Context: an optimization exercise on an open-source flow, tuned for small area, a short achievable clock period and few clock cycles per item. The choices shown serve that exercise and are no tape-out recipe. No functional check of the RTL was part of any run shown here. Power figures rest on the tool's default switching activity, not on a simulated workload.

==> flow/design.v (outline; a module is shown in full before it is edited, if it fits) <==
// module tpu_dot4_a: 449 lines
// module tpu_dot4_b: 161 lines
// module tpu_top: 168 lines
module tpu_top
(
    input  logic        clk,
    input  logic        rst,
    input  logic        psel,
    input  logic        penable,
    input  logic        pwrite,
    input  logic [7:0]  paddr,
    input  logic [31:0] pwdata,
    output logic [31:0] prdata,
    output logic        pready,
    output logic        pslverr
);
  // ...
==> flow/flow/run.sh <==
#!/bin/bash
set -euo pipefail
bash standard.sh SETUP_SLACK_MARGIN=6.6 MATCH_CELL_FOOTPRINT=0 \
    "BUFFER_PORTS_ARGS=-buffer_cell sky130_fd_sc_hd__buf_2" finish > flow_make.log 2>&1
==> flow/standard.sh <==
#!/bin/bash
# synth_recipe.tcl (not shown) runs the flow's synth.tcl, then flattens the netlist and writes it again
# the make line also repeats each setting of config.mk as NAME=value (left out here)
make -C /OpenROAD-flow-scripts/flow DESIGN_CONFIG=/design/flow/config.mk WORK_HOME=/design/flow/orfs CLKGATE_MAP_FILE= SYNTH_SCRIPT=/design/flow/synth_recipe.tcl "${@:-finish}"
==> flow/config.mk <==
export PLATFORM = sky130hd
export DESIGN_NAME = tpu_top
export DESIGN_NICKNAME = tpu_top
export VERILOG_FILES = /design/flow/design.v
export SDC_FILE = /design/flow/constraint.sdc
export NUM_CORES = 4
export LEC_CHECK = 0
export CAP_MARGIN = 20
export CORE_MARGIN = 2
export CORE_UTILIZATION = 55
export SLEW_MARGIN = 20
==> flow/constraint.sdc <==
create_clock -name core_clock -period 10.0 [get_ports {clk}]
set_input_delay 2.0000 -clock core_clock [delete_from_list [all_inputs] [get_ports {clk}]]
set_output_delay 2.0000 -clock core_clock [all_outputs]
set_load 0.01 [all_outputs]
==> metrics.md, run 1 <==
| Metric | Value |
|---|---|
| Run status | no timing/DRC/antenna violations |
| Reg area | 12000 um2 |
| Clock Power | 2280 uW |
| Xor and xnor fraction of the mapped netlist area | 1.07% |
| Syn_nets | 3011 |
| P_sw | 1090 uW |
| Cell Chain, Critical Path | buf_6, or4b_4, a211oi_4, buf_4, buf_6, nand3_4, nor2_4, buf_6, nand2_8, nor2_1, a211oi_1 |
| Comb pwr share | 4.9% |
| Critical Path Source Type | input port |
| Met2 capacity usage during global routing | 47.8% |
| Vias/cell | 5.85 |
| Highest routed layer | met4 |
| Simple-gate share of the synthesized area | 12.7% |
| Worst Path Arrival | 4.07 ns |
| N_taps | 672 |
| Final non-filler cell total | 3416 |
| Top-count cell post-synth | dfxtp_1 |
| Peak VDD IR | 152 uV |
| Final period util | 36.1% |
| LEAKAGE | 0.0123 uW |
| Final setup fails | 0 |
| Levels on crit path | 11 |
| DIE AREA | 52400 um2 |
| MaxCap Viol Count | 0 |
| Initial Utilization | 55.5% |
| CP endpoint | aq[2][0] |
| Pwr per Cell Area | 144 nW/um2 |
| Top Consumer | the clock network |
| Most common cell after layout, fill and taps aside | dfxtp_1 |
| # fillers | 4001 |
| CTS tree | yes |
| Cell Int Power | 3660 uW |
| Post-synthesis mux area share | 8.25% |
| Site row count | 82 |
==> module tpu_dot4_b, before the edit <==
module tpu_dot4_b
(
    input  logic [89:0] m,
    output logic [17:0] r0,
    output logic [17:0] r1
);
    wire s353 = m[4] ^ m[5] ^ m[6];
    wire c354 = (m[4] & m[5]) | (m[4] & m[6]) | (m[5] & m[6]);
    wire s355 = m[10] ^ m[11] ^ m[13];
    wire c356 = (m[10] & m[11]) | (m[10] & m[13]) | (m[11] & m[13]);
    wire s357 = m[12] ^ ~m[14];
    wire c358 = m[12] & ~m[14];
    wire s359 = m[16] ^ m[18] ^ m[19];
    wire c360 = (m[16] & m[18]) | (m[16] & m[19]) | (m[18] & m[19]);
    wire s361 = m[17] ^ m[20] ^ m[21];
    wire c362 = (m[17] & m[20]) | (m[17] & m[21]) | (m[20] & m[21]);
    wire s363 = m[22] ^ m[24] ^ m[25];
    wire c364 = (m[22] & m[24]) | (m[22] & m[25]) | (m[24] & m[25]);
    wire s365 = m[23] ^ m[26] ^ m[27];
    wire c366 = (m[23] & m[26]) | (m[23] & m[27]) | (m[26] & m[27]);
    wire s367 = m[28] ^ m[30] ^ m[31];
    wire c368 = (m[28] & m[30]) | (m[28] & m[31]) | (m[30] & m[31]);
    wire s369 = m[29] ^ m[32] ^ ~m[33];
    wire c370 = (m[29] & m[32]) | (m[29] & ~m[33]) | (m[32] & ~m[33]);
    wire s371 = m[34] ^ m[35] ^ m[37];
    wire c372 = (m[34] & m[35]) | (m[34] & m[37]) | (m[35] & m[37]);
    wire s373 = m[36] ^ m[38] ^ ~m[39];
    wire c374 = (m[36] & m[38]) | (m[36] & ~m[39]) | (m[38] & ~m[39]);
    wire s375 = m[40] ^ ~m[41] ^ ~m[42];
    wire c376 = (m[40] & ~m[41]) | (m[40] & ~m[42]) | (~m[41] & ~m[42]);
    wire s377 = ~m[43] ^ ~m[44] ^ m[45];
    wire c378 = (~m[43] & ~m[44]) | (~m[43] & m[45]) | (~m[44] & m[45]);
    wire s379 = m[46] ^ ~m[47] ^ ~m[48];
    wire c380 = (m[46] & ~m[47]) | (m[46] & ~m[48]) | (~m[47] & ~m[48]);
    wire s381 = m[49] ^ ~m[50] ^ ~m[51];
    wire c382 = (m[49] & ~m[50]) | (m[49] & ~m[51]) | (~m[50] & ~m[51]);
    wire s383 = m[52] ^ m[54] ^ m[56];
    wire c384 = (m[52] & m[54]) | (m[52] & m[56]) | (m[54] & m[56]);
    wire s385 = m[53] ^ m[55] ^ ~m[57];
    wire c386 = (m[53] & m[55]) | (m[53] & ~m[57]) | (m[55] & ~m[57]);
    wire s387 = m[58] ^ m[61] ^ m[63];
    wire c388 = (m[58] & m[61]) | (m[58] & m[63]) | (m[61] & m[63]);
    wire s389 = m[59] ^ m[60] ^ m[62];
    wire c390 = (m[59] & m[60]) | (m[59] & m[62]) | (m[60] & m[62]);
    wire s391 = ~m[64] ^ m[65] ^ m[66];
    wire c392 = (~m[64] & m[65]) | (~m[64] & m[66]) | (m[65] & m[66]);
    wire s393 = ~m[67] ^ m[68] ^ m[69];
    wire c394 = (~m[67] & m[68]) | (~m[67] & m[69]) | (m[68] & m[69]);
    wire s395 = m[70] ^ m[72] ^ m[74];
    wire c396 = (m[70] & m[72]) | (m[70] & m[74]) | (m[72] & m[74]);
    wire s397 = ~m[71] ^ ~m[73] ^ m[75];
    wire c398 = (~m[71] & ~m[73]) | (~m[71] & m[75]) | (~m[73] & m[75]);
    wire s399 = m[76] ^ m[77] ^ m[78];
    wire c400 = (m[76] & m[77]) | (m[76] & m[78]) | (m[77] & m[78]);
    wire s401 = m[79] ^ ~m[80] ^ m[81];
    wire c402 = (m[79] & ~m[80]) | (m[79] & m[81]) | (~m[80] & m[81]);
    wire s403 = m[82] ^ m[84] ^ m[85];
    wire c404 = (m[82] & m[84]) | (m[82] & m[85]) | (m[84] & m[85]);
    wire s405 = ~m[83] ^ m[86] ^ m[87];
    wire c406 = (~m[83] & m[86]) | (~m[83] & m[87]) | (m[86] & m[87]);
    wire s407 = m[0] ^ m[1];
    wire c408 = ~(m[0] | m[1]);
    wire s409 = m[7] ^ m[8] ^ m[9];
    wire c410 = (m[7] & m[8]) | (m[7] & m[9]) | (m[8] & m[9]);
    wire s411 = m[15] ^ s355 ^ c354;
    wire c412 = (m[15] & s355) | (m[15] & c354) | (s355 & c354);
    wire s413 = s359 ^ ~s361 ^ ~c356;
    wire c414 = (s359 & ~s361) | (s359 & ~c356) | (~s361 & ~c356);
    wire s415 = ~s363 ^ s365 ^ c360;
    wire c416 = (~s363 & s365) | (~s363 & c360) | (s365 & c360);
    wire s417 = ~s367 ^ s369 ^ ~c364;
    wire c418 = (~s367 & s369) | (~s367 & ~c364) | (s369 & ~c364);
    wire s419 = ~s371 ^ s373 ^ ~c368;
    wire c420 = (~s371 & s373) | (~s371 & ~c368) | (s373 & ~c368);
    wire s421 = s375 ^ s377 ^ c374;
    wire c422 = (s375 & s377) | (s375 & c374) | (s377 & c374);
    wire s423 = s379 ^ s381 ^ c376;
    wire c424 = (s379 & s381) | (s379 & c376) | (s381 & c376);
    wire s425 = ~s383 ^ s385 ^ c380;
    wire c426 = (~s383 & s385) | (~s383 & c380) | (s385 & c380);
    wire s427 = ~s387 ^ s389 ^ ~c384;
    wire c428 = (~s387 & s389) | (~s387 & ~c384) | (s389 & ~c384);
    wire s429 = s391 ^ s393 ^ c390;
    wire c430 = (s391 & s393) | (s391 & c390) | (s393 & c390);
    wire s431 = s395 ^ s397 ^ c392;
    wire c432 = (s395 & s397) | (s395 & c392) | (s397 & c392);
    wire s433 = s399 ^ s401 ^ c396;
    wire c434 = (s399 & s401) | (s399 & c396) | (s401 & c396);
    wire s435 = s403 ^ s405 ^ c400;
    wire c436 = (s403 & s405) | (s403 & c400) | (s405 & c400);
    wire s437 = ~m[88] ^ m[89] ^ c404;
    wire c438 = (~m[88] & m[89]) | (~m[88] & c404) | (m[89] & c404);
    wire s439 = m[2] ^ m[3];
    wire c440 = ~(m[2] | m[3]);
    wire s441 = ~s353 ^ ~s409 ^ c408;
    wire c442 = (~s353 & ~s409) | (~s353 & c408) | (~s409 & c408);
    wire s443 = s357 ^ ~s411 ^ ~c410;
    wire c444 = (s357 & ~s411) | (s357 & ~c410) | (~s411 & ~c410);
    wire s445 = c358 ^ s413 ^ ~c412;
    wire c446 = (c358 & s413) | (c358 & ~c412) | (s413 & ~c412);
    wire s447 = ~c362 ^ s415 ^ c414;
    wire c448 = (~c362 & s415) | (~c362 & c414) | (s415 & c414);
    wire s449 = c366 ^ s417 ^ c416;
    wire c450 = (c366 & s417) | (c366 & c416) | (s417 & c416);
    wire s451 = c370 ^ s419 ^ c418;
    wire c452 = (c370 & s419) | (c370 & c418) | (s419 & c418);
    wire s453 = ~c372 ^ s421 ^ c420;
    wire c454 = (~c372 & s421) | (~c372 & c420) | (s421 & c420);
    wire s455 = c378 ^ s423 ^ c422;
    wire c456 = (c378 & s423) | (c378 & c422) | (s423 & c422);
    wire s457 = c382 ^ s425 ^ c424;
    wire c458 = (c382 & s425) | (c382 & c424) | (s425 & c424);
    wire s459 = c386 ^ s427 ^ c426;
    wire c460 = (c386 & s427) | (c386 & c426) | (s427 & c426);
    wire s461 = ~c388 ^ s429 ^ c428;
    wire c462 = (~c388 & s429) | (~c388 & c428) | (s429 & c428);
    wire s463 = c394 ^ s431 ^ c430;
    wire c464 = (c394 & s431) | (c394 & c430) | (s431 & c430);
    wire s465 = c398 ^ s433 ^ c432;
    wire c466 = (c398 & s433) | (c398 & c432) | (s433 & c432);
    wire s467 = c402 ^ s435 ^ c434;
    wire c468 = (c402 & s435) | (c402 & c434) | (s435 & c434);
    wire s469 = c406 ^ s437 ^ c436;
    wire c470 = (c406 & s437) | (c406 & c436) | (s437 & c436);
    assign r0[0] = s407;
    assign r1[0] = s439;
    assign r0[1] = s441;
    assign r1[1] = c440;
    assign r0[2] = s443;
    assign r1[2] = c442;
    assign r0[3] = s445;
    assign r1[3] = c444;
    assign r0[4] = s447;
    assign r1[4] = c446;
    assign r0[5] = s449;
    assign r1[5] = c448;
    assign r0[6] = s451;
    assign r1[6] = c450;
    assign r0[7] = s453;
    assign r1[7] = c452;
    assign r0[8] = s455;
    assign r1[8] = c454;
    assign r0[9] = s457;
    assign r1[9] = c456;
    assign r0[10] = s459;
    assign r1[10] = c458;
    assign r0[11] = s461;
    assign r1[11] = c460;
    assign r0[12] = s463;
    assign r1[12] = c462;
    assign r0[13] = s465;
    assign r1[13] = c464;
    assign r0[14] = s467;
    assign r1[14] = c466;
    assign r0[15] = s469;
    assign r1[15] = c468;
    assign r0[16] = c438;
    assign r1[16] = c470;
    assign r0[17] = 1'b0;
    assign r1[17] = 1'b0;
endmodule
==> module tpu_top, before the edit <==
module tpu_top
(
    input  logic        clk,
    input  logic        rst,
    input  logic        psel,
    input  logic        penable,
    input  logic        pwrite,
    input  logic [7:0]  paddr,
    input  logic [31:0] pwdata,
    output logic [31:0] prdata,
    output logic        pready,
    output logic        pslverr
);
    localparam int MW = 90;   
    logic [7:0] aq   [4][4];     
    logic [7:0] wq   [4][4];     
    logic [6:0] res  [16];       
    logic       res_ok;          
    logic       busy;
    logic       done;
    logic       go_q;            
    logic       wact;            
    logic [3:0] wcnt;            
    logic [3:0] t;               
    logic [3:0] idx;
    logic       aligned, is_ctrl, is_status, is_feat, is_wgt, is_res, mapped;
    assign idx       = paddr[5:2];
    assign aligned   = (paddr[1:0] == 2'b00);
    assign is_ctrl   = (paddr == 8'h00);
    assign is_status = (paddr == 8'h04);
    assign is_feat   = aligned && (paddr[7:6] == 2'd1);
    assign is_wgt    = aligned && (paddr[7:6] == 2'd2);
    assign is_res    = aligned && (paddr[7:6] == 2'd3);
    assign mapped    = is_ctrl || is_status || is_feat || is_wgt || is_res;
    logic [MW-1:0] m, mq;
    logic [17:0]   r0, r1, rq0, rq1, sum_q;
    logic [6:0]    act;
    logic [6:0]    act_w;        
    logic          pz2, pz3, pz4;   
    logic [3:0]    e3;           
    logic          res_we;       
    tpu_dot4_a i_dot_a (
        .a0 (aq[0][0]), .a1 (aq[0][1]), .a2 (aq[0][2]), .a3 (aq[0][3]),
        .w0 (wq[0][0]), .w1 (wq[1][0]), .w2 (wq[2][0]), .w3 (wq[3][0]),
        .m  (m)
    );
    tpu_dot4_b i_dot_b (
        .m  (mq),
        .r0 (r0),
        .r1 (r1)
    );
    assign act    = sum_q[17] ? 7'd0 : (|sum_q[16:7]) ? 7'd127 : sum_q[6:0];
    assign act_w  = pz4 ? 7'd0 : act;
    assign e3     = t - 4'd3;
    assign res_we = wact;
    logic fin;                 
    logic busy_nx, done_nx;    
    logic err_setup;           
    assign fin     = wact && (wcnt == 4'd15);
    assign busy_nx = busy && !fin;
    assign done_nx = done || fin;
    assign err_setup = !mapped || (pwrite && (is_status || is_res))
                    || (pwrite && busy_nx && (is_feat || is_wgt || (is_ctrl && pwdata[0])));
    logic       setup, wr_ok, go_s, we_feat, we_wgt;
    logic [1:0] wlc [4];         
    logic [1:0] alr [4];         
    logic [3:0] t_nx;
    logic       arot;            
    assign setup   = psel && !penable;
    assign wr_ok   = setup && pwrite && aligned && !busy_nx;
    assign go_s    = setup && pwrite && is_ctrl && pwdata[0] && !busy_nx;
    assign we_feat = wr_ok && (paddr[7:6] == 2'd1);
    assign we_wgt  = wr_ok && (paddr[7:6] == 2'd2);
    assign t_nx    = t + 4'd1;
    assign arot    = (t[1:0] == 2'd3);
    always_comb begin
        for (int c = 0; c < 4; c++) wlc[c] = 2'(c) + t_nx[1:0];
        for (int r = 0; r < 4; r++) alr[r] = 2'(r) + t_nx[3:2];
    end
    logic [7:0] pa_q;            
    always_ff @(posedge clk) pa_q <= paddr;
    logic [6:0] rd_r;
    logic [7:0] rd_fast;
    always_comb begin
        rd_r = (res_we && e3 == idx) ? act_w : res[idx];
        rd_fast = ({8{is_res && res_ok}} & {1'b0, rd_r})
                | ({8{is_status}} & {6'd0, done_nx, busy_nx});
    end
    logic [7:0] rd_slow;
    logic       hit;
    assign rd_slow = pa_q[7] ? wq[pa_q[5:4]][0] : aq[0][pa_q[3:2]];
    assign hit     = pa_q[7] ? (t[1:0] == pa_q[3:2]) : (t[3:2] == pa_q[5:4]);
    logic       op_rd;           
    logic       st_wait;         
    logic [7:0] rd_q;
    logic       err_q;
    logic       rdy_q;
    assign op_rd   = !pwrite && aligned && (paddr[7:6] == 2'd1 || paddr[7:6] == 2'd2);
    assign st_wait = !pwrite && is_status && busy_nx;
    always_ff @(posedge clk) begin
        rd_q  <= (!rdy_q && pa_q[7:6] != 2'd0) ? rd_slow : rd_fast;
        err_q <= err_setup;
        if (psel && !penable) rdy_q <= !(op_rd || st_wait);
        else rdy_q <= rdy_q || ((pa_q[7:6] == 2'd0) ? fin : hit);
    end
    assign prdata  = {{24{rd_q[7]}}, rd_q};
    assign pslverr = err_q;
    assign pready  = rdy_q;
    always_ff @(posedge clk) begin
        for (int r = 0; r < 4; r++) begin
            for (int k = 0; k < 4; k++) begin
                if (rst) aq[r][k] <= 8'd0;
                else if (we_feat && paddr[5:4] == alr[r] && paddr[3:2] == 2'(k)) aq[r][k] <= pwdata[7:0];
                else if (arot) aq[r][k] <= aq[(r + 1) % 4][k];
            end
        end
        for (int k = 0; k < 4; k++) begin
            for (int c = 0; c < 4; c++) begin
                if (rst) wq[k][c] <= 8'd0;
                else if (we_wgt && paddr[5:4] == 2'(k) && paddr[3:2] == wlc[c]) wq[k][c] <= pwdata[7:0];
                else wq[k][c] <= wq[k][(c + 1) % 4];
            end
        end
    end
    always_ff @(posedge clk) begin
        if (rst) begin
            busy   <= 1'b0;
            done   <= 1'b0;
            res_ok <= 1'b0;
            go_q   <= 1'b0;
            wact   <= 1'b0;
            wcnt   <= 4'd0;
            t      <= 4'd0;
        end else begin
            go_q <= go_s;
            if (go_q) begin
                busy <= 1'b1;
                done <= 1'b0;
            end else if (fin) begin
                busy   <= 1'b0;
                done   <= 1'b1;
                res_ok <= 1'b1;
            end
            if (go_q) begin
                wact <= 1'b1;
                wcnt <= 4'd0;
            end else if (wact) begin
                if (wcnt == 4'd15) wact <= 1'b0;
                wcnt <= wcnt + 4'd1;
            end
            t <= t + 4'd1;
        end
    end
    always_ff @(posedge clk) begin
        for (int e = 0; e < 16; e++) begin
            if (res_we && e3 == 4'(e)) res[e] <= act_w;
        end
    end
    always_ff @(posedge clk) begin
        mq    <= m;
        rq0   <= r0;
        rq1   <= r1;
        sum_q <= rq0 + rq1 + 18'h20000;
        pz2   <= rst;
        pz3   <= pz2;
        pz4   <= pz3;
    end
endmodule
==> inputs of run 2 (changes only) <==
--- a/flow/design.v
+++ b/flow/design.v
@@ -6,17 +6,17 @@
     localparam logic [ADDR_W-1:0] CTRL_ADDR   = 8'h00;
     localparam logic [ADDR_W-1:0] STATUS_ADDR = 8'h04;
 endpackage
 `timescale 1ns/1ps
 module tpu_dot4_a
 (
     input  logic [7:0]  a0, a1, a2, a3,
     input  logic [7:0]  w0, w1, w2, w3,
-    output logic [89:0] m
+    output logic [126:0] m
 );
     wire s1 = ~(a0[0] & w0[7]) ^ ~(a0[7] & w0[0]) ^ ~(a1[0] & w1[7]);
     wire c2 = (~(a0[0] & w0[7]) & ~(a0[7] & w0[0])) | (~(a0[0] & w0[7]) & ~(a1[0] & w1[7])) | (~(a0[7] & w0[0]) & ~(a1[0] & w1[7]));
     wire s3 = ~(a0[1] & w0[6]) ^ ~(a0[2] & w0[5]) ^ ~(a0[3] & w0[4]);
     wire c4 = (~(a0[1] & w0[6]) & ~(a0[2] & w0[5])) | (~(a0[1] & w0[6]) & ~(a0[3] & w0[4])) | (~(a0[2] & w0[5]) & ~(a0[3] & w0[4]));
     wire s5 = ~(a0[1] & w0[7]) ^ ~(a0[7] & w0[1]) ^ ~(a1[1] & w1[7]);
     wire c6 = (~(a0[1] & w0[7]) & ~(a0[7] & w0[1])) | (~(a0[1] & w0[7]) & ~(a1[1] & w1[7])) | (~(a0[7] & w0[1]) & ~(a1[1] & w1[7]));
     wire s7 = ~(a0[0] & w0[4]) ^ ~(a0[1] & w0[3]);
@@ -284,249 +284,286 @@
     wire s269 = ~c174 ^ c178 ^ ~c180;
     wire c270 = (~c174 & c178) | (~c174 & ~c180) | (c178 & ~c180);
     wire s271 = ~(a0[6] & w0[7]) ^ ~(a0[7] & w0[6]) ^ ~(a1[6] & w1[7]);
     wire c272 = (~(a0[6] & w0[7]) & ~(a0[7] & w0[6])) | (~(a0[6] & w0[7]) & ~(a1[6] & w1[7])) | (~(a0[7] & w0[6]) & ~(a1[6] & w1[7]));
     wire s273 = ~(a1[7] & w1[6]) ^ ~(a2[6] & w2[7]) ^ ~(a2[7] & w2[6]);
     wire c274 = (~(a1[7] & w1[6]) & ~(a2[6] & w2[7])) | (~(a1[7] & w1[6]) & ~(a2[7] & w2[6])) | (~(a2[6] & w2[7]) & ~(a2[7] & w2[6]));
     wire s275 = ~(a3[6] & w3[7]) ^ ~(a3[7] & w3[6]) ^ c184;
     wire c276 = (~(a3[6] & w3[7]) & ~(a3[7] & w3[6])) | (~(a3[6] & w3[7]) & c184) | (~(a3[7] & w3[6]) & c184);
-    wire s277 = ~(a0[0] & w0[1]) ^ ~(a0[1] & w0[0]) ^ ~(a1[0] & w1[1]);
-    wire c278 = (~(a0[0] & w0[1]) & ~(a0[1] & w0[0])) | (~(a0[0] & w0[1]) & ~(a1[0] & w1[1])) | (~(a0[1] & w0[0]) & ~(a1[0] & w1[1]));
-    wire s279 = ~(a1[2] & w1[0]) ^ ~(a2[0] & w2[2]) ^ ~(a2[1] & w2[1]);
-    wire c280 = (~(a1[2] & w1[0]) & ~(a2[0] & w2[2])) | (~(a1[2] & w1[0]) & ~(a2[1] & w2[1])) | (~(a2[0] & w2[2]) & ~(a2[1] & w2[1]));
-    wire s281 = ~(a2[2] & w2[0]) ^ ~(a3[0] & w3[2]) ^ ~(a3[1] & w3[1]);
-    wire c282 = (~(a2[2] & w2[0]) & ~(a3[0] & w3[2])) | (~(a2[2] & w2[0]) & ~(a3[1] & w3[1])) | (~(a3[0] & w3[2]) & ~(a3[1] & w3[1]));
-    wire s283 = ~(a3[2] & w3[1]) ^ ~(a3[3] & w3[0]) ^ s89;
-    wire c284 = (~(a3[2] & w3[1]) & ~(a3[3] & w3[0])) | (~(a3[2] & w3[1]) & s89) | (~(a3[3] & w3[0]) & s89);
-    wire s285 = s91 ^ ~s193 ^ ~s195;
-    wire c286 = (s91 & ~s193) | (s91 & ~s195) | (~s193 & ~s195);
-    wire s287 = s197 ^ c190;
-    wire c288 = ~(s197 | c190);
-    wire s289 = c90 ^ s199 ^ s201;
-    wire c290 = (c90 & s199) | (c90 & s201) | (s199 & s201);
-    wire s291 = c92 ^ s203 ^ s205;
-    wire c292 = (c92 & s203) | (c92 & s205) | (s203 & s205);
-    wire s293 = c194 ^ c196 ^ c198;
-    wire c294 = (c194 & c196) | (c194 & c198) | (c196 & c198);
-    wire s295 = c100 ^ s207 ^ s211;
-    wire c296 = (c100 & s207) | (c100 & s211) | (s207 & s211);
-    wire s297 = s209 ^ c204 ^ c206;
-    wire c298 = (s209 & c204) | (s209 & c206) | (c204 & c206);
-    wire s299 = s213 ^ c200 ^ c202;
-    wire c300 = (s213 & c200) | (s213 & c202) | (c200 & c202);
-    wire s301 = c110 ^ s215 ^ s217;
-    wire c302 = (c110 & s215) | (c110 & s217) | (s215 & s217);
-    wire s303 = s219 ^ c208 ^ c212;
-    wire c304 = (s219 & c208) | (s219 & c212) | (c208 & c212);
-    wire s305 = s221 ^ c210 ^ ~c214;
-    wire c306 = (s221 & c210) | (s221 & ~c214) | (c210 & ~c214);
-    wire s307 = c122 ^ s227 ^ c222;
-    wire c308 = (c122 & s227) | (c122 & c222) | (s227 & c222);
-    wire s309 = s223 ^ s225 ^ s229;
-    wire c310 = (s223 & s225) | (s223 & s229) | (s225 & s229);
-    wire s311 = c216 ^ c218 ^ c220;
-    wire c312 = (c216 & c218) | (c216 & c220) | (c218 & c220);
-    wire s313 = c130 ^ s231 ^ c228;
-    wire c314 = (c130 & s231) | (c130 & c228) | (s231 & c228);
-    wire s315 = s233 ^ s235 ^ s237;
-    wire c316 = (s233 & s235) | (s233 & s237) | (s235 & s237);
-    wire s317 = c224 ^ c226 ^ c230;
-    wire c318 = (c224 & c226) | (c224 & c230) | (c226 & c230);
-    wire s319 = c146 ^ s241 ^ s243;
-    wire c320 = (c146 & s241) | (c146 & s243) | (s241 & s243);
-    wire s321 = s239 ^ s245 ^ c232;
-    wire c322 = (s239 & s245) | (s239 & c232) | (s245 & c232);
-    wire s323 = c234 ^ c236 ^ c238;
-    wire c324 = (c234 & c236) | (c234 & c238) | (c236 & c238);
-    wire s325 = c158 ^ s247 ^ s251;
-    wire c326 = (c158 & s247) | (c158 & s251) | (s247 & s251);
-    wire s327 = s249 ^ s253 ^ c240;
-    wire c328 = (s249 & s253) | (s249 & c240) | (s253 & c240);
-    wire s329 = ~c242 ^ ~c244 ^ c246;
-    wire c330 = (~c242 & ~c244) | (~c242 & c246) | (~c244 & c246);
-    wire s331 = c168 ^ s255 ^ s259;
-    wire c332 = (c168 & s255) | (c168 & s259) | (s255 & s259);
-    wire s333 = s257 ^ s261 ^ c250;
-    wire c334 = (s257 & s261) | (s257 & c250) | (s261 & c250);
-    wire s335 = ~c248 ^ ~c252 ^ c254;
-    wire c336 = (~c248 & ~c252) | (~c248 & c254) | (~c252 & c254);
-    wire s337 = c182 ^ s263 ^ s267;
-    wire c338 = (c182 & s263) | (c182 & s267) | (s263 & s267);
-    wire s339 = s265 ^ c256 ^ c260;
-    wire c340 = (s265 & c256) | (s265 & c260) | (c256 & c260);
-    wire s341 = s269 ^ c258 ^ c262;
-    wire c342 = (s269 & c258) | (s269 & c262) | (c258 & c262);
-    wire s343 = ~c186 ^ c188 ^ s271;
-    wire c344 = (~c186 & c188) | (~c186 & s271) | (c188 & s271);
-    wire s345 = s273 ^ s275 ^ c264;
-    wire c346 = (s273 & s275) | (s273 & c264) | (s275 & c264);
-    wire s347 = ~c266 ^ c268 ^ c270;
-    wire c348 = (~c266 & c268) | (~c266 & c270) | (c268 & c270);
-    wire s349 = ~(a0[7] & w0[7]) ^ ~(a1[7] & w1[7]) ^ ~(a2[7] & w2[7]);
-    wire c350 = (~(a0[7] & w0[7]) & ~(a1[7] & w1[7])) | (~(a0[7] & w0[7]) & ~(a2[7] & w2[7])) | (~(a1[7] & w1[7]) & ~(a2[7] & w2[7]));
-    wire s351 = ~~(a3[7] & w3[7]) ^ c272 ^ c274;
-    wire c352 = (~~(a3[7] & w3[7]) & c272) | (~~(a3[7] & w3[7]) & c274) | (c272 & c274);
     assign m[0] = ~(a0[0] & w0[0]);
     assign m[1] = ~(a1[0] & w1[0]);
     assign m[2] = ~(a2[0] & w2[0]);
     assign m[3] = ~(a3[0] & w3[0]);
-    assign m[4] = ~(a1[1] & w1[0]);
-    assign m[5] = ~(a2[0] & w2[1]);
-    assign m[6] = ~(a2[1] & w2[0]);
-    assign m[7] = ~(a3[0] & w3[1]);
-    assign m[8] = ~(a3[1] & w3[0]);
-    assign m[9] = s277;
-    assign m[10] = ~(a3[2] & w3[0]);
-    assign m[11] = s189;
-    assign m[12] = s191;
-    assign m[13] = s279;
-    assign m[14] = s281;
-    assign m[15] = c278;
-    assign m[16] = c192;
-    assign m[17] = s283;
-    assign m[18] = s285;
-    assign m[19] = s287;
-    assign m[20] = c280;
-    assign m[21] = c282;
-    assign m[22] = s289;
-    assign m[23] = s291;
-    assign m[24] = s293;
-    assign m[25] = c284;
-    assign m[26] = c286;
-    assign m[27] = c288;
-    assign m[28] = s295;
-    assign m[29] = s297;
-    assign m[30] = s299;
-    assign m[31] = c290;
-    assign m[32] = c292;
-    assign m[33] = c294;
-    assign m[34] = s301;
-    assign m[35] = s303;
-    assign m[36] = s305;
-    assign m[37] = c296;
-    assign m[38] = c298;
-    assign m[39] = c300;
-    assign m[40] = s307;
-    assign m[41] = s309;
-    assign m[42] = s311;
-    assign m[43] = c302;
-    assign m[44] = c304;
-    assign m[45] = c306;
-    assign m[46] = s313;
-    assign m[47] = s315;
-    assign m[48] = s317;
-    assign m[49] = c308;
-    assign m[50] = c310;
-    assign m[51] = c312;
-    assign m[52] = s319;
-    assign m[53] = s321;
-    assign m[54] = s323;
-    assign m[55] = c314;
-    assign m[56] = c316;
-    assign m[57] = c318;
-    assign m[58] = s325;
-    assign m[59] = s327;
-    assign m[60] = s329;
-    assign m[61] = c320;
-    assign m[62] = c322;
-    assign m[63] = c324;
-    assign m[64] = s331;
-    assign m[65] = s333;
-    assign m[66] = s335;
-    assign m[67] = c326;
-    assign m[68] = c328;
-    assign m[69] = c330;
-    assign m[70] = s337;
-    assign m[71] = s339;
-    assign m[72] = s341;
-    assign m[73] = c332;
-    assign m[74] = c334;
-    assign m[75] = c336;
-    assign m[76] = s343;
-    assign m[77] = s345;
-    assign m[78] = s347;
-    assign m[79] = c338;
-    assign m[80] = c340;
-    assign m[81] = c342;
-    assign m[82] = c276;
-    assign m[83] = s349;
-    assign m[84] = s351;
-    assign m[85] = c344;
-    assign m[86] = c346;
-    assign m[87] = c348;
-    assign m[88] = c350;
-    assign m[89] = c352;
+    assign m[4] = ~(a0[0] & w0[1]);
+    assign m[5] = ~(a0[1] & w0[0]);
+    assign m[6] = ~(a1[0] & w1[1]);
+    assign m[7] = ~(a1[1] & w1[0]);
+    assign m[8] = ~(a2[0] & w2[1]);
+    assign m[9] = ~(a2[1] & w2[0]);
+    assign m[10] = ~(a3[0] & w3[1]);
+    assign m[11] = ~(a3[1] & w3[0]);
+    assign m[12] = ~(a1[2] & w1[0]);
+    assign m[13] = ~(a2[0] & w2[2]);
+    assign m[14] = ~(a2[1] & w2[1]);
+    assign m[15] = ~(a2[2] & w2[0]);
+    assign m[16] = ~(a3[0] & w3[2]);
+    assign m[17] = ~(a3[1] & w3[1]);
+    assign m[18] = ~(a3[2] & w3[0]);
+    assign m[19] = s189;
+    assign m[20] = s191;
+    assign m[21] = ~(a3[2] & w3[1]);
+    assign m[22] = ~(a3[3] & w3[0]);
+    assign m[23] = s89;
+    assign m[24] = s91;
+    assign m[25] = s193;
+    assign m[26] = s195;
+    assign m[27] = s197;
+    assign m[28] = c190;
+    assign m[29] = c192;
+    assign m[30] = c90;
+    assign m[31] = c92;
+    assign m[32] = s199;
+    assign m[33] = s201;
+    assign m[34] = s203;
+    assign m[35] = s205;
+    assign m[36] = c194;
+    assign m[37] = c196;
+    assign m[38] = c198;
+    assign m[39] = c100;
+    assign m[40] = s207;
+    assign m[41] = s209;
+    assign m[42] = s211;
+    assign m[43] = s213;
+    assign m[44] = c200;
+    assign m[45] = c202;
+    assign m[46] = c204;
+    assign m[47] = c206;
+    assign m[48] = c110;
+    assign m[49] = s215;
+    assign m[50] = s217;
+    assign m[51] = s219;
+    assign m[52] = s221;
+    assign m[53] = c208;
+    assign m[54] = c210;
+    assign m[55] = c212;
+    assign m[56] = c214;
+    assign m[57] = c122;
+    assign m[58] = s223;
+    assign m[59] = s225;
+    assign m[60] = s227;
+    assign m[61] = s229;
+    assign m[62] = c216;
+    assign m[63] = c218;
+    assign m[64] = c220;
+    assign m[65] = c222;
+    assign m[66] = c130;
+    assign m[67] = s231;
+    assign m[68] = s233;
+    assign m[69] = s235;
+    assign m[70] = s237;
+    assign m[71] = c224;
+    assign m[72] = c226;
+    assign m[73] = c228;
+    assign m[74] = c230;
+    assign m[75] = c146;
+    assign m[76] = s239;
+    assign m[77] = s241;
+    assign m[78] = s243;
+    assign m[79] = s245;
+    assign m[80] = c232;
+    assign m[81] = c234;
+    assign m[82] = c236;
+    assign m[83] = c238;
+    assign m[84] = c158;
+    assign m[85] = s247;
+    assign m[86] = s249;
+    assign m[87] = s251;
+    assign m[88] = s253;
+    assign m[89] = c240;
+    assign m[90] = c242;
+    assign m[91] = c244;
+    assign m[92] = c246;
+    assign m[93] = c168;
+    assign m[94] = s255;
+    assign m[95] = s257;
+    assign m[96] = s259;
+    assign m[97] = s261;
+    assign m[98] = c248;
+    assign m[99] = c250;
+    assign m[100] = c252;
+    assign m[101] = c254;
+    assign m[102] = c182;
+    assign m[103] = s263;
+    assign m[104] = s265;
+    assign m[105] = s267;
+    assign m[106] = s269;
+    assign m[107] = c256;
+    assign m[108] = c258;
+    assign m[109] = c260;
+    assign m[110] = c262;
+    assign m[111] = c186;
+    assign m[112] = c188;
+    assign m[113] = s271;
+    assign m[114] = s273;
+    assign m[115] = s275;
+    assign m[116] = c264;
+    assign m[117] = c266;
+    assign m[118] = c268;
+    assign m[119] = c270;
+    assign m[120] = ~(a0[7] & w0[7]);
+    assign m[121] = ~(a1[7] & w1[7]);
+    assign m[122] = ~(a2[7] & w2[7]);
+    assign m[123] = ~(a3[7] & w3[7]);
+    assign m[124] = c272;
+    assign m[125] = c274;
+    assign m[126] = c276;
 endmodule
 module tpu_dot4_b
 (
-    input  logic [89:0] m,
+    input  logic [126:0] m,
     output logic [17:0] r0,
     output logic [17:0] r1
 );
-    wire s353 = m[4] ^ m[5] ^ m[6];
-    wire c354 = (m[4] & m[5]) | (m[4] & m[6]) | (m[5] & m[6]);
-    wire s355 = m[10] ^ m[11] ^ m[13];
-    wire c356 = (m[10] & m[11]) | (m[10] & m[13]) | (m[11] & m[13]);
-    wire s357 = m[12] ^ ~m[14];
-    wire c358 = m[12] & ~m[14];
-    wire s359 = m[16] ^ m[18] ^ m[19];
-    wire c360 = (m[16] & m[18]) | (m[16] & m[19]) | (m[18] & m[19]);
-    wire s361 = m[17] ^ m[20] ^ m[21];
-    wire c362 = (m[17] & m[20]) | (m[17] & m[21]) | (m[20] & m[21]);
-    wire s363 = m[22] ^ m[24] ^ m[25];
-    wire c364 = (m[22] & m[24]) | (m[22] & m[25]) | (m[24] & m[25]);
-    wire s365 = m[23] ^ m[26] ^ m[27];
-    wire c366 = (m[23] & m[26]) | (m[23] & m[27]) | (m[26] & m[27]);
-    wire s367 = m[28] ^ m[30] ^ m[31];
-    wire c368 = (m[28] & m[30]) | (m[28] & m[31]) | (m[30] & m[31]);
-    wire s369 = m[29] ^ m[32] ^ ~m[33];
-    wire c370 = (m[29] & m[32]) | (m[29] & ~m[33]) | (m[32] & ~m[33]);
-    wire s371 = m[34] ^ m[35] ^ m[37];
-    wire c372 = (m[34] & m[35]) | (m[34] & m[37]) | (m[35] & m[37]);
-    wire s373 = m[36] ^ m[38] ^ ~m[39];
-    wire c374 = (m[36] & m[38]) | (m[36] & ~m[39]) | (m[38] & ~m[39]);
-    wire s375 = m[40] ^ ~m[41] ^ ~m[42];
-    wire c376 = (m[40] & ~m[41]) | (m[40] & ~m[42]) | (~m[41] & ~m[42]);
-    wire s377 = ~m[43] ^ ~m[44] ^ m[45];
-    wire c378 = (~m[43] & ~m[44]) | (~m[43] & m[45]) | (~m[44] & m[45]);
-    wire s379 = m[46] ^ ~m[47] ^ ~m[48];
-    wire c380 = (m[46] & ~m[47]) | (m[46] & ~m[48]) | (~m[47] & ~m[48]);
-    wire s381 = m[49] ^ ~m[50] ^ ~m[51];
-    wire c382 = (m[49] & ~m[50]) | (m[49] & ~m[51]) | (~m[50] & ~m[51]);
-    wire s383 = m[52] ^ m[54] ^ m[56];
-    wire c384 = (m[52] & m[54]) | (m[52] & m[56]) | (m[54] & m[56]);
-    wire s385 = m[53] ^ m[55] ^ ~m[57];
-    wire c386 = (m[53] & m[55]) | (m[53] & ~m[57]) | (m[55] & ~m[57]);
-    wire s387 = m[58] ^ m[61] ^ m[63];
-    wire c388 = (m[58] & m[61]) | (m[58] & m[63]) | (m[61] & m[63]);
-    wire s389 = m[59] ^ m[60] ^ m[62];
-    wire c390 = (m[59] & m[60]) | (m[59] & m[62]) | (m[60] & m[62]);
-    wire s391 = ~m[64] ^ m[65] ^ m[66];
-    wire c392 = (~m[64] & m[65]) | (~m[64] & m[66]) | (m[65] & m[66]);
-    wire s393 = ~m[67] ^ m[68] ^ m[69];
-    wire c394 = (~m[67] & m[68]) | (~m[67] & m[69]) | (m[68] & m[69]);
-    wire s395 = m[70] ^ m[72] ^ m[74];
-    wire c396 = (m[70] & m[72]) | (m[70] & m[74]) | (m[72] & m[74]);
-    wire s397 = ~m[71] ^ ~m[73] ^ m[75];
-    wire c398 = (~m[71] & ~m[73]) | (~m[71] & m[75]) | (~m[73] & m[75]);
-    wire s399 = m[76] ^ m[77] ^ m[78];
-    wire c400 = (m[76] & m[77]) | (m[76] & m[78]) | (m[77] & m[78]);
-    wire s401 = m[79] ^ ~m[80] ^ m[81];
-    wire c402 = (m[79] & ~m[80]) | (m[79] & m[81]) | (~m[80] & m[81]);
-    wire s403 = m[82] ^ m[84] ^ m[85];
-    wire c404 = (m[82] & m[84]) | (m[82] & m[85]) | (m[84] & m[85]);
-    wire s405 = ~m[83] ^ m[86] ^ m[87];
-    wire c406 = (~m[83] & m[86]) | (~m[83] & m[87]) | (m[86] & m[87]);
+    wire s277 = m[4] ^ m[5] ^ m[6];
+    wire c278 = (m[4] & m[5]) | (m[4] & m[6]) | (m[5] & m[6]);
+    wire s279 = m[12] ^ m[13] ^ m[14];
+    wire c280 = (m[12] & m[13]) | (m[12] & m[14]) | (m[13] & m[14]);
+    wire s281 = m[15] ^ m[16] ^ m[17];
+    wire c282 = (m[15] & m[16]) | (m[15] & m[17]) | (m[16] & m[17]);
+    wire s283 = m[21] ^ m[22] ^ m[23];
+    wire c284 = (m[21] & m[22]) | (m[21] & m[23]) | (m[22] & m[23]);
+    wire s285 = m[24] ^ ~m[25] ^ ~m[26];
+    wire c286 = (m[24] & ~m[25]) | (m[24] & ~m[26]) | (~m[25] & ~m[26]);
+    wire s287 = m[27] ^ m[28];
+    wire c288 = ~(m[27] | m[28]);
+    wire s289 = m[30] ^ m[32] ^ m[33];
+    wire c290 = (m[30] & m[32]) | (m[30] & m[33]) | (m[32] & m[33]);
+    wire s291 = m[31] ^ m[34] ^ m[35];
+    wire c292 = (m[31] & m[34]) | (m[31] & m[35]) | (m[34] & m[35]);
+    wire s293 = m[36] ^ m[37] ^ m[38];
+    wire c294 = (m[36] & m[37]) | (m[36] & m[38]) | (m[37] & m[38]);
+    wire s295 = m[39] ^ m[40] ^ m[42];
+    wire c296 = (m[39] & m[40]) | (m[39] & m[42]) | (m[40] & m[42]);
+    wire s297 = m[41] ^ m[46] ^ m[47];
+    wire c298 = (m[41] & m[46]) | (m[41] & m[47]) | (m[46] & m[47]);
+    wire s299 = m[43] ^ m[44] ^ m[45];
+    wire c300 = (m[43] & m[44]) | (m[43] & m[45]) | (m[44] & m[45]);
+    wire s301 = m[48] ^ m[49] ^ m[50];
+    wire c302 = (m[48] & m[49]) | (m[48] & m[50]) | (m[49] & m[50]);
+    wire s303 = m[51] ^ m[53] ^ m[55];
+    wire c304 = (m[51] & m[53]) | (m[51] & m[55]) | (m[53] & m[55]);
+    wire s305 = m[52] ^ m[54] ^ ~m[56];
+    wire c306 = (m[52] & m[54]) | (m[52] & ~m[56]) | (m[54] & ~m[56]);
+    wire s307 = m[57] ^ m[60] ^ m[65];
+    wire c308 = (m[57] & m[60]) | (m[57] & m[65]) | (m[60] & m[65]);
+    wire s309 = m[58] ^ m[59] ^ m[61];
+    wire c310 = (m[58] & m[59]) | (m[58] & m[61]) | (m[59] & m[61]);
+    wire s311 = m[62] ^ m[63] ^ m[64];
+    wire c312 = (m[62] & m[63]) | (m[62] & m[64]) | (m[63] & m[64]);
+    wire s313 = m[66] ^ m[67] ^ m[73];
+    wire c314 = (m[66] & m[67]) | (m[66] & m[73]) | (m[67] & m[73]);
+    wire s315 = m[68] ^ m[69] ^ m[70];
+    wire c316 = (m[68] & m[69]) | (m[68] & m[70]) | (m[69] & m[70]);
+    wire s317 = m[71] ^ m[72] ^ m[74];
+    wire c318 = (m[71] & m[72]) | (m[71] & m[74]) | (m[72] & m[74]);
+    wire s319 = m[75] ^ m[77] ^ m[78];
+    wire c320 = (m[75] & m[77]) | (m[75] & m[78]) | (m[77] & m[78]);
+    wire s321 = m[76] ^ m[79] ^ m[80];
+    wire c322 = (m[76] & m[79]) | (m[76] & m[80]) | (m[79] & m[80]);
+    wire s323 = m[81] ^ m[82] ^ m[83];
+    wire c324 = (m[81] & m[82]) | (m[81] & m[83]) | (m[82] & m[83]);
+    wire s325 = m[84] ^ m[85] ^ m[87];
+    wire c326 = (m[84] & m[85]) | (m[84] & m[87]) | (m[85] & m[87]);
+    wire s327 = m[86] ^ m[88] ^ m[89];
+    wire c328 = (m[86] & m[88]) | (m[86] & m[89]) | (m[88] & m[89]);
+    wire s329 = ~m[90] ^ ~m[91] ^ m[92];
+    wire c330 = (~m[90] & ~m[91]) | (~m[90] & m[92]) | (~m[91] & m[92]);
+    wire s331 = m[93] ^ m[94] ^ m[96];
+    wire c332 = (m[93] & m[94]) | (m[93] & m[96]) | (m[94] & m[96]);
+    wire s333 = m[95] ^ m[97] ^ m[99];
+    wire c334 = (m[95] & m[97]) | (m[95] & m[99]) | (m[97] & m[99]);
+    wire s335 = ~m[98] ^ ~m[100] ^ m[101];
+    wire c336 = (~m[98] & ~m[100]) | (~m[98] & m[101]) | (~m[100] & m[101]);
+    wire s337 = m[102] ^ m[103] ^ m[105];
+    wire c338 = (m[102] & m[103]) | (m[102] & m[105]) | (m[103] & m[105]);
+    wire s339 = m[104] ^ m[107] ^ m[109];
+    wire c340 = (m[104] & m[107]) | (m[104] & m[109]) | (m[107] & m[109]);
+    wire s341 = m[106] ^ m[108] ^ m[110];
+    wire c342 = (m[106] & m[108]) | (m[106] & m[110]) | (m[108] & m[110]);
+    wire s343 = ~m[111] ^ m[112] ^ m[113];
+    wire c344 = (~m[111] & m[112]) | (~m[111] & m[113]) | (m[112] & m[113]);
+    wire s345 = m[114] ^ m[115] ^ m[116];
+    wire c346 = (m[114] & m[115]) | (m[114] & m[116]) | (m[115] & m[116]);
+    wire s347 = ~m[117] ^ m[118] ^ m[119];
+    wire c348 = (~m[117] & m[118]) | (~m[117] & m[119]) | (m[118] & m[119]);
+    wire s349 = m[120] ^ m[121] ^ m[122];
+    wire c350 = (m[120] & m[121]) | (m[120] & m[122]) | (m[121] & m[122]);
+    wire s351 = ~m[123] ^ m[124] ^ m[125];
+    wire c352 = (~m[123] & m[124]) | (~m[123] & m[125]) | (m[124] & m[125]);
+    wire s353 = m[7] ^ m[8] ^ m[9];
+    wire c354 = (m[7] & m[8]) | (m[7] & m[9]) | (m[8] & m[9]);
+    wire s355 = m[18] ^ m[19] ^ s279;
+    wire c356 = (m[18] & m[19]) | (m[18] & s279) | (m[19] & s279);
+    wire s357 = m[20] ^ ~s281;
+    wire c358 = m[20] & ~s281;
+    wire s359 = m[29] ^ s285 ^ s287;
+    wire c360 = (m[29] & s285) | (m[29] & s287) | (s285 & s287);
+    wire s361 = s283 ^ c280 ^ c282;
+    wire c362 = (s283 & c280) | (s283 & c282) | (c280 & c282);
+    wire s363 = s289 ^ s293 ^ c284;
+    wire c364 = (s289 & s293) | (s289 & c284) | (s293 & c284);
+    wire s365 = s291 ^ c286 ^ c288;
+    wire c366 = (s291 & c286) | (s291 & c288) | (c286 & c288);
+    wire s367 = s295 ^ s299 ^ c290;
+    wire c368 = (s295 & s299) | (s295 & c290) | (s299 & c290);
+    wire s369 = s297 ^ c292 ^ ~c294;
+    wire c370 = (s297 & c292) | (s297 & ~c294) | (c292 & ~c294);
+    wire s371 = s301 ^ s303 ^ c296;
+    wire c372 = (s301 & s303) | (s301 & c296) | (s303 & c296);
+    wire s373 = s305 ^ c298 ^ ~c300;
+    wire c374 = (s305 & c298) | (s305 & ~c300) | (c298 & ~c300);
+    wire s375 = s307 ^ ~s309 ^ ~s311;
+    wire c376 = (s307 & ~s309) | (s307 & ~s311) | (~s309 & ~s311);
+    wire s377 = ~c302 ^ ~c304 ^ c306;
+    wire c378 = (~c302 & ~c304) | (~c302 & c306) | (~c304 & c306);
+    wire s379 = s313 ^ ~s315 ^ ~s317;
+    wire c380 = (s313 & ~s315) | (s313 & ~s317) | (~s315 & ~s317);
+    wire s381 = c308 ^ ~c310 ^ ~c312;
+    wire c382 = (c308 & ~c310) | (c308 & ~c312) | (~c310 & ~c312);
+    wire s383 = s319 ^ s323 ^ c316;
+    wire c384 = (s319 & s323) | (s319 & c316) | (s323 & c316);
+    wire s385 = s321 ^ c314 ^ ~c318;
+    wire c386 = (s321 & c314) | (s321 & ~c318) | (c314 & ~c318);
+    wire s387 = s325 ^ c320 ^ c324;
+    wire c388 = (s325 & c320) | (s325 & c324) | (c320 & c324);
+    wire s389 = s327 ^ s329 ^ c322;
+    wire c390 = (s327 & s329) | (s327 & c322) | (s329 & c322);
+    wire s391 = ~s331 ^ s333 ^ s335;
+    wire c392 = (~s331 & s333) | (~s331 & s335) | (s333 & s335);
+    wire s393 = ~c326 ^ c328 ^ c330;
+    wire c394 = (~c326 & c328) | (~c326 & c330) | (c328 & c330);
+    wire s395 = s337 ^ s341 ^ c334;
+    wire c396 = (s337 & s341) | (s337 & c334) | (s341 & c334);
+    wire s397 = ~s339 ^ ~c332 ^ c336;
+    wire c398 = (~s339 & ~c332) | (~s339 & c336) | (~c332 & c336);
+    wire s399 = s343 ^ s345 ^ s347;
+    wire c400 = (s343 & s345) | (s343 & s347) | (s345 & s347);
+    wire s401 = c338 ^ ~c340 ^ c342;
+    wire c402 = (c338 & ~c340) | (c338 & c342) | (~c340 & c342);
+    wire s403 = m[126] ^ s351 ^ c344;
+    wire c404 = (m[126] & s351) | (m[126] & c344) | (s351 & c344);
+    wire s405 = ~s349 ^ c346 ^ c348;
+    wire c406 = (~s349 & c346) | (~s349 & c348) | (c346 & c348);
     wire s407 = m[0] ^ m[1];
     wire c408 = ~(m[0] | m[1]);
-    wire s409 = m[7] ^ m[8] ^ m[9];
-    wire c410 = (m[7] & m[8]) | (m[7] & m[9]) | (m[8] & m[9]);
-    wire s411 = m[15] ^ s355 ^ c354;
-    wire c412 = (m[15] & s355) | (m[15] & c354) | (s355 & c354);
+    wire s409 = m[10] ^ m[11] ^ s277;
+    wire c410 = (m[10] & m[11]) | (m[10] & s277) | (m[11] & s277);
+    wire s411 = c278 ^ s355 ^ c354;
+    wire c412 = (c278 & s355) | (c278 & c354) | (s355 & c354);
     wire s413 = s359 ^ ~s361 ^ ~c356;
     wire c414 = (s359 & ~s361) | (s359 & ~c356) | (~s361 & ~c356);
     wire s415 = ~s363 ^ s365 ^ c360;
     wire c416 = (~s363 & s365) | (~s363 & c360) | (s365 & c360);
     wire s417 = ~s367 ^ s369 ^ ~c364;
     wire c418 = (~s367 & s369) | (~s367 & ~c364) | (s369 & ~c364);
     wire s419 = ~s371 ^ s373 ^ ~c368;
     wire c420 = (~s371 & s373) | (~s371 & ~c368) | (s373 & ~c368);
@@ -541,18 +578,18 @@
     wire s429 = s391 ^ s393 ^ c390;
     wire c430 = (s391 & s393) | (s391 & c390) | (s393 & c390);
     wire s431 = s395 ^ s397 ^ c392;
     wire c432 = (s395 & s397) | (s395 & c392) | (s397 & c392);
     wire s433 = s399 ^ s401 ^ c396;
     wire c434 = (s399 & s401) | (s399 & c396) | (s401 & c396);
     wire s435 = s403 ^ s405 ^ c400;
     wire c436 = (s403 & s405) | (s403 & c400) | (s405 & c400);
-    wire s437 = ~m[88] ^ m[89] ^ c404;
-    wire c438 = (~m[88] & m[89]) | (~m[88] & c404) | (m[89] & c404);
+    wire s437 = ~c350 ^ c352 ^ c404;
+    wire c438 = (~c350 & c352) | (~c350 & c404) | (c352 & c404);
     wire s439 = m[2] ^ m[3];
     wire c440 = ~(m[2] | m[3]);
     wire s441 = ~s353 ^ ~s409 ^ c408;
     wire c442 = (~s353 & ~s409) | (~s353 & c408) | (~s409 & c408);
     wire s443 = s357 ^ ~s411 ^ ~c410;
     wire c444 = (s357 & ~s411) | (s357 & ~c410) | (~s411 & ~c410);
     wire s445 = c358 ^ s413 ^ ~c412;
     wire c446 = (c358 & s413) | (c358 & ~c412) | (s413 & ~c412);
@@ -626,17 +663,17 @@
     input  logic        penable,
     input  logic        pwrite,
     input  logic [7:0]  paddr,
     input  logic [31:0] pwdata,
     output logic [31:0] prdata,
     output logic        pready,
     output logic        pslverr
 );
-    localparam int MW = 90;   
+    localparam int MW = 127;   
     logic [7:0] aq   [4][4];     
     logic [7:0] wq   [4][4];     
     logic [6:0] res  [16];       
     logic       res_ok;          
     logic       busy;
     logic       done;
     logic       go_q;            
     logic       wact;            
==> flow/flow/run.sh (replaced) <==
#!/bin/bash
set -euo pipefail
bash standard.sh SETUP_SLACK_MARGIN=6.8 MATCH_CELL_FOOTPRINT=0 \
    "BUFFER_PORTS_ARGS=-buffer_cell sky130_fd_sc_hd__buf_2" finish > flow_make.log 2>&1
==> run 2 against run 1 <==
First-iteration DRC count shrank 14%. Critical endpoint is now prdata[18]. Core utilization shrank 1.5 points. Synthesized cell count shrank 2.4%. Die area rose by 2.5%.
==> metrics.md, run 2 <==
| Metric | Value |
|---|---|
| Run status | no timing/DRC/antenna violations (unchanged) |
| Worst R2R End | mq[60] (was mq[52]) |
| Nets@finish | 2949 (was 3007) |
| Worst reg2reg path depth | 7 (unchanged) |
| Area of the core | 51300 um2 (was 50100 um2) |
| Critical Path Source Type | flip-flop (was input port) |
| # clock sinks | 579 (was 542) |
| WL met2 | 35500 um (was 37200 um) |
| DIE AREA | 53700 um2 (was 52400 um2) |
| Avg WL per Cell | 22.8 um (was 23.4 um) |
| Setup tns final | 0 ns (unchanged) |
| Die width | 232 um (was 229 um) |
| Final non-filler cell total | 3372 (was 3416) |
| CTS tree | yes (unchanged) |
| Fin crit period | 3.27 ns (was 3.61 ns) |
| Slew headroom | 28.5% (was 17.3%) |
| Site row count | 83 (was 82) |
| Die height | 232 um (was 229 um) |
| Htree depth | 2 (unchanged) |
| Grt total ovfl | 0 (unchanged) |
| Worst hold start | pz2 (was pz3) |
| Worst Path Arrival | 1.27 ns (was 4.07 ns) |
| Worst Path Max Fanout | 13 (was 8) |
| Drt drc | 0 (unchanged) |
| Registers with the most flip-flops | aq (128), wq (128), mq (127) (was aq (128), wq (128), res (112)) |
| Worst hold endpoint | pz3 (was pz4) |
| Total track usage | 29.2% (was 29.5%) |
| Register area share after synthesis | 44.6% (was 43.0%) |
| Final Core Density | 64.3% (was 65.7%) |
| ANT cells | 0 (unchanged) |
| Initial antenna violation count | 3 (was 2) |
| Gp weighted congestion | 0.848 (was 0.886) |
| Pwr per Cell Area | 150 nW/um2 (was 144 nW/um2) |
| Highest routed layer | met4 (unchanged) |
| Final setup margin | 6.73 ns (was 6.39 ns) |
| Final count of hold timing violations | 0 (unchanged) |
| Dpl ws | 5.16 ns (was 5.24 ns) |
| Synthesis-stage register bit count | 579 (was 542) |
| Dpl hpwl | 51300 um (was 49400 um) |
| Largest net degree at the start of global routing | 148 (was 168) |
| Clock Tree Root | clkbuf_16 (unchanged) |
| Cell Area, Synth | 28500 um2 (was 27800 um2) |
| Vias/cell | 5.62 (was 5.85) |
| Clk slew on worst S/H paths | 0.06 ns (about the same) |
| LEAKAGE | 0.0127 uW (was 0.0123 uW) |
| Cells after DPL | 3199 (was 3232) |
| First-pass GRT wire length | 117000 um (was 118000 um) |
| Final period util | 32.7% (was 36.1%) |
| Number of port buffers | 54 (unchanged) |
| Syn_nets | 2947 (was 3011) |
| WHS Path Cells | 0 (unchanged) |
| Clock buffer depth | 3 (unchanged) |
| Top achievable clock speed | 306 MHz (was 277 MHz) |
| Final setup fails | 0 (unchanged) |
| Ys flop type | dfxtp_1 (unchanged) |
| Required time of the worst setup path | 8.00 ns (was 10.46 ns) |
| IO Count | 79 (unchanged) |
| Most common cell after layout, fill and taps aside | dfxtp_1 (unchanged) |
| Detailed Route WL | 76800 um (was 80000 um) |
| Commonest cells after routing, fill and taps aside | dfxtp_1 (459), nor2_1 (300), mux2i_1 (276) (was dfxtp_1 (419), inv_1 (247), fa_1 (223)) |
| Clock Latency Late Sink | 0.64 ns (about the same) |
| Actual slew at the worst max-slew pin | 1.07 ns (was 1.24 ns) |
| Largest area contributor in the netlist | dfxtp_1 (unchanged) |
| Synth top cells by count | dfxtp_1 (467), nor2_1 (316), mux2i_1 (276) (was dfxtp_1 (430), inv_1 (248), nand2_1 (248)) |
| Number of synthesized flops with an enable pin | 112 (unchanged) |
| Peak VDD IR | 141 uV (was 152 uV) |
| MaxCap Viol Count | 0 (unchanged) |
| Power Total | 4950 uW (was 4750 uW) |
| Worst Setup End Kind | primary output (was flip-flop) |
| Yosys cell types | 73 (was 65) |
| Cell count after synthesis | 2640 (was 2704) |
| Layout cell share with drive strength beyond 1 | 17.2% (was 19.8%) |
| Top-count cell post-synth | dfxtp_1 (unchanged) |
| Metal-1 WL | 34300 um (was 34200 um) |
| CTS Hold Bufs | 0 (unchanged) |
| Iteration-0 DRC Markers | 1360 (was 1573) |
| Ys Warns | 11 (unchanged) |
| Flop-to-flop setup slack | 6.93 ns (was 6.65 ns) |
| Antenna Violating Nets Remaining | 0 (unchanged) |
| Slew Limit Fails | 0 (unchanged) |
| Initial Utilization | 55.6% (was 55.5%) |
| Hold/Removal Path Class | flip-flop to flip-flop (unchanged) |
| Vias in the first global route | 19400 (was 19600) |
| Synth-to-Final Area Change | 15.6% (was 18.3%) |
| Worst r2r src | wq[0][7] (was aq[1][3]) |
| Average size of a mapped cell | 10.8 um2 (was 10.3 um2) |
| TritonRoute pass-1 iters | 6 (unchanged) |
| TritonCTS Buffers | 60 (was 56) |
| WS Path Type | flip-flop to primary output (was input port to flip-flop) |
| Vias | 18900 (was 20000) |
| Metal3 WL | 4560 um (was 5700 um) |
| Post-synth top area share | 32.8% (was 31.0%) |
| Top cells by area, synth | dfxtp_1 (33%), fa_1 (16%), edfxtp_1 (12%) (was dfxtp_1 (31%), fa_1 (16%), edfxtp_1 (12%)) |
| FFs w/ async S/R, synth | 0% (unchanged) |
| RSZ-0062 raised after global routing | true (unchanged) |
| Worst Clk Skew | 0.0328 ns (was 0.0306 ns) |
[run 2: cell count changes after synthesis, sizes merged, moves of 17 or more]
cell    change
dfxtp      +37
and2       -49
nor2      +100
mux2i      +94
clkbuf     -17
a21oi      -98
nand2      -48
o21ai     -106
[run 2: logic make-up (layout without fill, tap and decap cells)]
family / after synthesis / count (layout) / synth area share, %
flops: 579 / 579 / 44.6
xor+xnor: 32 / 32 / 1.15
simple gates: 726 / 726 / 11.8
buf+inv: 459 / 511 / 6.70
compound gates: 277 / 277 / 6.93
fa+ha+maj: 262 / 262 / 17.4
mux: 305 / 305 / 11.5
[run 2: worst max-delay path, stage by stage, from the launching register on]
cell and delay [ns]:
dfxtp_4 0.36, buf_12 0.13, buf_2 0.14
[run 2: worst max-delay path by stage]
stage          cells past startpoint  startpoint    endpoint
6_report                           2     rd_q[7]  prdata[18]
5_1_grt                            2     rd_q[7]  prdata[18]
4_1_cts                            2     rd_q[7]  prdata[22]
3_5_place_dp                       8    paddr[4]    aq[2][7]
3_3_place_gp                       8    paddr[4]    aq[0][3]
2_1_floorplan                      6    paddr[0]    wq[0][1]
[run 2: repair_timing]
action | 4_1_cts | 5_1_grt
setup buffers | 40 | 15
gates cloned | 5 | 1
resized for setup | 73 | 54
setup endpoints to repair | 285 | 270
pin swaps | 17 | 18
[run 2: final cells by class]
cell class	count	area, um2
tap	680	851
timing repair buffer	144	1490
fill	4052	18300
multi-input combinational	1602	14800
sequential	579	12700
clock buffer	88	1850
clock inverter	24	305
inverter	255	972
[run 2: per-stage QoR]
| step | area, um2 | hold WS (ns) |
|---|---|---|
| 3_5_place_dp | 29500 | 0.315 |
| 5_1_grt | 33000 | 0.338 |
| 3_3_place_gp | 29500 | 0.314 |
| 4_1_cts | 32500 | 0.334 |
| 2_1_floorplan | 29200 | 0.310 |
| 6_report | 33000 | 0.333 |
[run 2: power breakdown]
part	leakage (uW)	switching [uW]	internal, uW
clock	0.00106	954	1420
combinational	0.00662	130	66.8
sequential	0.00503	9.79	2370
[run 2: layer usage]
layer | vias up | track usage, %
met5 | - | 0
met1 | 9562 | 41.0
met3 | 137 | 4.32
met4 | 0 | 9.72
li1 | 8656 | -
met2 | 580 | 46.7
==> inputs of run 3 (changes only) <==
--- a/flow/design.v
+++ b/flow/design.v
@@ -679,2 +679,3 @@
     logic       wact;            
+    logic       fin_q;           
     logic [3:0] wcnt;            
@@ -692,6 +693,6 @@
     logic [MW-1:0] m, mq;
-    logic [17:0]   r0, r1, rq0, rq1, sum_q;
+    logic [17:0]   r0, r1, rq0, rq1, sum;
     logic [6:0]    act;
     logic [6:0]    act_w;        
-    logic          pz2, pz3, pz4;   
+    logic          pz2, pz3;     
     logic [3:0]    e3;           
@@ -708,5 +709,6 @@
     );
-    assign act    = sum_q[17] ? 7'd0 : (|sum_q[16:7]) ? 7'd127 : sum_q[6:0];
-    assign act_w  = pz4 ? 7'd0 : act;
-    assign e3     = t - 4'd3;
+    assign sum    = rq0 + rq1 + 18'h20000;
+    assign act    = sum[17] ? 7'd0 : (|sum[16:7]) ? 7'd127 : sum[6:0];
+    assign act_w  = pz3 ? 7'd0 : act;
+    assign e3     = t - 4'd2;
     assign res_we = wact;
@@ -715,3 +717,3 @@
     logic err_setup;           
-    assign fin     = wact && (wcnt == 4'd15);
+    assign fin     = fin_q;
     assign busy_nx = busy && !fin;
@@ -741,3 +743,3 @@
     always_comb begin
-        rd_r = (res_we && e3 == idx) ? act_w : res[idx];
+        rd_r = res[idx];
         rd_fast = ({8{is_res && res_ok}} & {1'b0, rd_r})
@@ -787,2 +789,3 @@
             go_q   <= 1'b0;
+            fin_q  <= 1'b0;
             wact   <= 1'b0;
@@ -792,2 +795,3 @@
             go_q <= go_s;
+            fin_q <= wact && (wcnt == 4'd15);
             if (go_q) begin
@@ -800,3 +804,3 @@
             end
-            if (go_q) begin
+            if (go_s) begin
                 wact <= 1'b1;
@@ -819,6 +823,4 @@
         rq1   <= r1;
-        sum_q <= rq0 + rq1 + 18'h20000;
         pz2   <= rst;
         pz3   <= pz2;
-        pz4   <= pz3;
     end
==> run 3 against run 2 <==
Now fails the layout checks on antenna rules. Cell count fell by 2.4%. Sequential share of layout area rose by 0.80 points. Cell area fell by 4.8%. Synthesized cell count fell by 2.0%. Die area fell by 1.8%. Largest cell class unchanged.
==> metrics.md, run 3 <==
| Metric | Value |
|---|---|
| Cell Chain, Critical Path | buf_12, buf_4 (was buf_12, buf_2) |
| Run status | finished with violations (was no timing/DRC/antenna violations) |
| Worst Path Max Fanout | 13 (unchanged) |
| Required time of the worst setup path | 8.00 ns (about the same) |
| Antenna Violating Nets Remaining | 1 (was 0) |
| P_sw | 1040 uW (was 1090 uW) |
| DIE AREA | 52700 um2 (was 53700 um2) |
| Number of port buffers | 54 (unchanged) |
| Register area share after synthesis | 44.1% (was 44.6%) |
| Avg WL per Cell | 22.4 um (was 22.8 um) |
| Crit path max-delay cell type | dfxtp_4 (unchanged) |
| Dpl hpwl | 49600 um (was 51300 um) |
| Vias | 18300 (was 18900) |
| Register share of total power | 49.4% (was 48.2%) |
| Largest net degree at the start of global routing | 105 (was 148) |
| Detailed Route WL | 73800 um (was 76800 um) |
| Clock Latency Late Sink | 0.64 ns (about the same) |
| FFs w/ async S/R, synth | 0% (unchanged) |
| Hold/Removal Path Class | flip-flop to flip-flop (unchanged) |
| Initial Utilization | 55.8% (was 55.6%) |
| Final period util | 32.8% (was 32.7%) |
| Worst Path Arrival | 1.28 ns (was 1.27 ns) |
| TritonRoute pass-1 iters | 5 (was 6) |
| Yosys cell types | 65 (was 73) |
| Gp weighted congestion | 0.850 (was 0.848) |
| Number of synthesized flops with an enable pin | 112 (unchanged) |
| Grt total ovfl | 0 (unchanged) |
| Clock buffer depth | 3 (unchanged) |
| # clock sinks | 561 (was 579) |
| Final count of hold timing violations | 0 (unchanged) |
| Worst Clk Skew | 0.0339 ns (was 0.0328 ns) |
| Pwr per Cell Area | 149 nW/um2 (was 150 nW/um2) |
| Max stage delay on crit path | 0.36 ns (about the same) |
| Initial antenna violation count | 1 (was 3) |
| Ys flop type | dfxtp_1 (unchanged) |
| Clock Tree Root | clkbuf_16 (unchanged) |
| Blocking Checks | antenna rules |
| Vias/cell | 5.55 (was 5.62) |
| Post-synth top area share | 32.1% (was 32.8%) |
| Comb pwr share | 3.8% (was 4.0%) |
| Top achievable clock speed | 305 MHz (was 306 MHz) |
| CP Buf/Inv Count | 2 (unchanged) |
| Registers with the most flip-flops | aq (128), wq (128), mq (127) (unchanged) |
| Top cells by area, synth | dfxtp_1 (32%), fa_1 (16%), edfxtp_1 (12%) (was dfxtp_1 (33%), fa_1 (16%), edfxtp_1 (12%)) |
| Drt drc | 0 (unchanged) |
| Fin crit period | 3.28 ns (was 3.27 ns) |
| Slew headroom | 33.2% (was 28.5%) |
| Dpl ws | 4.87 ns (was 5.16 ns) |
| Nets@finish | 2874 (was 2949) |
## run 3: cell types whose count changed after synthesis, moves of 10 or more
cell,before,now
mux2_2,13,38
nor2_2,6,18
nor2_4,10,0
dfxtp_1,467,449
a211oi_1,137,104
and2_1,111,140
nand2_2,15,0
inv_1,253,240
buf_2,23,12
xnor2_1,21,10
## run 3: through the flow
| step | total power (uW) | cell area [um2] |
|---|---|---|
| floorplan | 2480 | 28300 |
| global placement | 2520 | 28700 |
| detailed placement | 2520 | 28700 |
| CTS | 4700 | 31000 |
| global route | 4810 | 31400 |
| finish | 4670 | 31400 |
## run 3: logic make-up (layout without fill, tap and decap cells)
family,after synthesis,in the layout,share of synthesized area [%]
xor gates and xnor gates,22,22,0.747
AOI/OAI and AO/OA,245,245,6.18
adders and majority gates,264,264,17.8
other,0,7,0
DFF,561,561,44.1
and+or+nand+nor,726,726,11.8
buffers and inverters,433,459,6.28
muxes,335,335,13.0
## run 3: path summary, 6_finish.rpt
| kind | from | endpoint | slack, ns | depth (start not counted) |
|---|---|---|---|---|
| setup / recovery | rd_q[7] | prdata[8] | 6.72 | 2 |
| hold / removal | pz2 | pz3 | 0.33 | 0 |
| setup reg to reg | rq0[0] | res[6][3] | 6.87 | 11 |
| hold reg to reg | pz2 | pz3 | 0.33 | 0 |
## run 3: per-layer routing
layer	global-route usage (%)	wire length (um)
met1	39.6	33200
met2	45.7	34300
met3	4.91	4400
met4	7.89	1920
met5	0	0
## run 3: power groups by stage
stage          clock [uW]  sequential [uW]  combinational, uW
4_1_cts              2210             2310                173
2_1_floorplan           0             2350                126
3_3_place_gp            0             2360                161
6_report             2180             2310                179
5_1_grt              2310             2310                191
3_5_place_dp            0             2360                162
## run 3: what timing repair did
item / 4_1_cts / 5_1_grt
pin swaps: 8 / 17
endpoints found under the setup margin: 408 / 351
resized for setup: 51 / 43
cloned: 2 / 1
setup buffers: 14 / 16
## run 3: layout make-up
cell class / instances / area share (%)
multi-input combinational: 1592 / 45.5
clock inverter: 24 / 0.801
tap: 672 / 2.68
sequential: 561 / 39.4
antenna: 7 / 0.0558
clock buffer: 84 / 5.35
timing repair buffer: 110 / 3.37
inverter: 241 / 2.89

==> separate check: timing with driven ports <==
No port has a modelled driver above. Below, the same layouts with a new extraction and two added sets of constraints. Step 1, drivers: a clkbuf_16 drives clk and a buf_2 each remaining input, both assumed. Step 2 also shifts input and output timing later by t, the mid clock arrival at the registers, as if the neighbouring blocks saw the same clock. Three values: no drivers, after step 1, after step 2; two values: the first two.
run	t (ns)	setup WS [ns]	worst register clock-pin slew, ns	cell pins on the clock port's net
run 1	0.686	6.385 / 6.411 / 5.724	0.06 / 0.06	1
run 2	0.685	6.729 / 6.666 / 6.089	0.07 / 0.07	1
run 3	0.684	6.719 / 6.661 / 6.185	0.06 / 0.06	1
The setup slack of run 1, which loses most, moves by +0.026 ns with the drivers and by -0.661 ns with both steps.
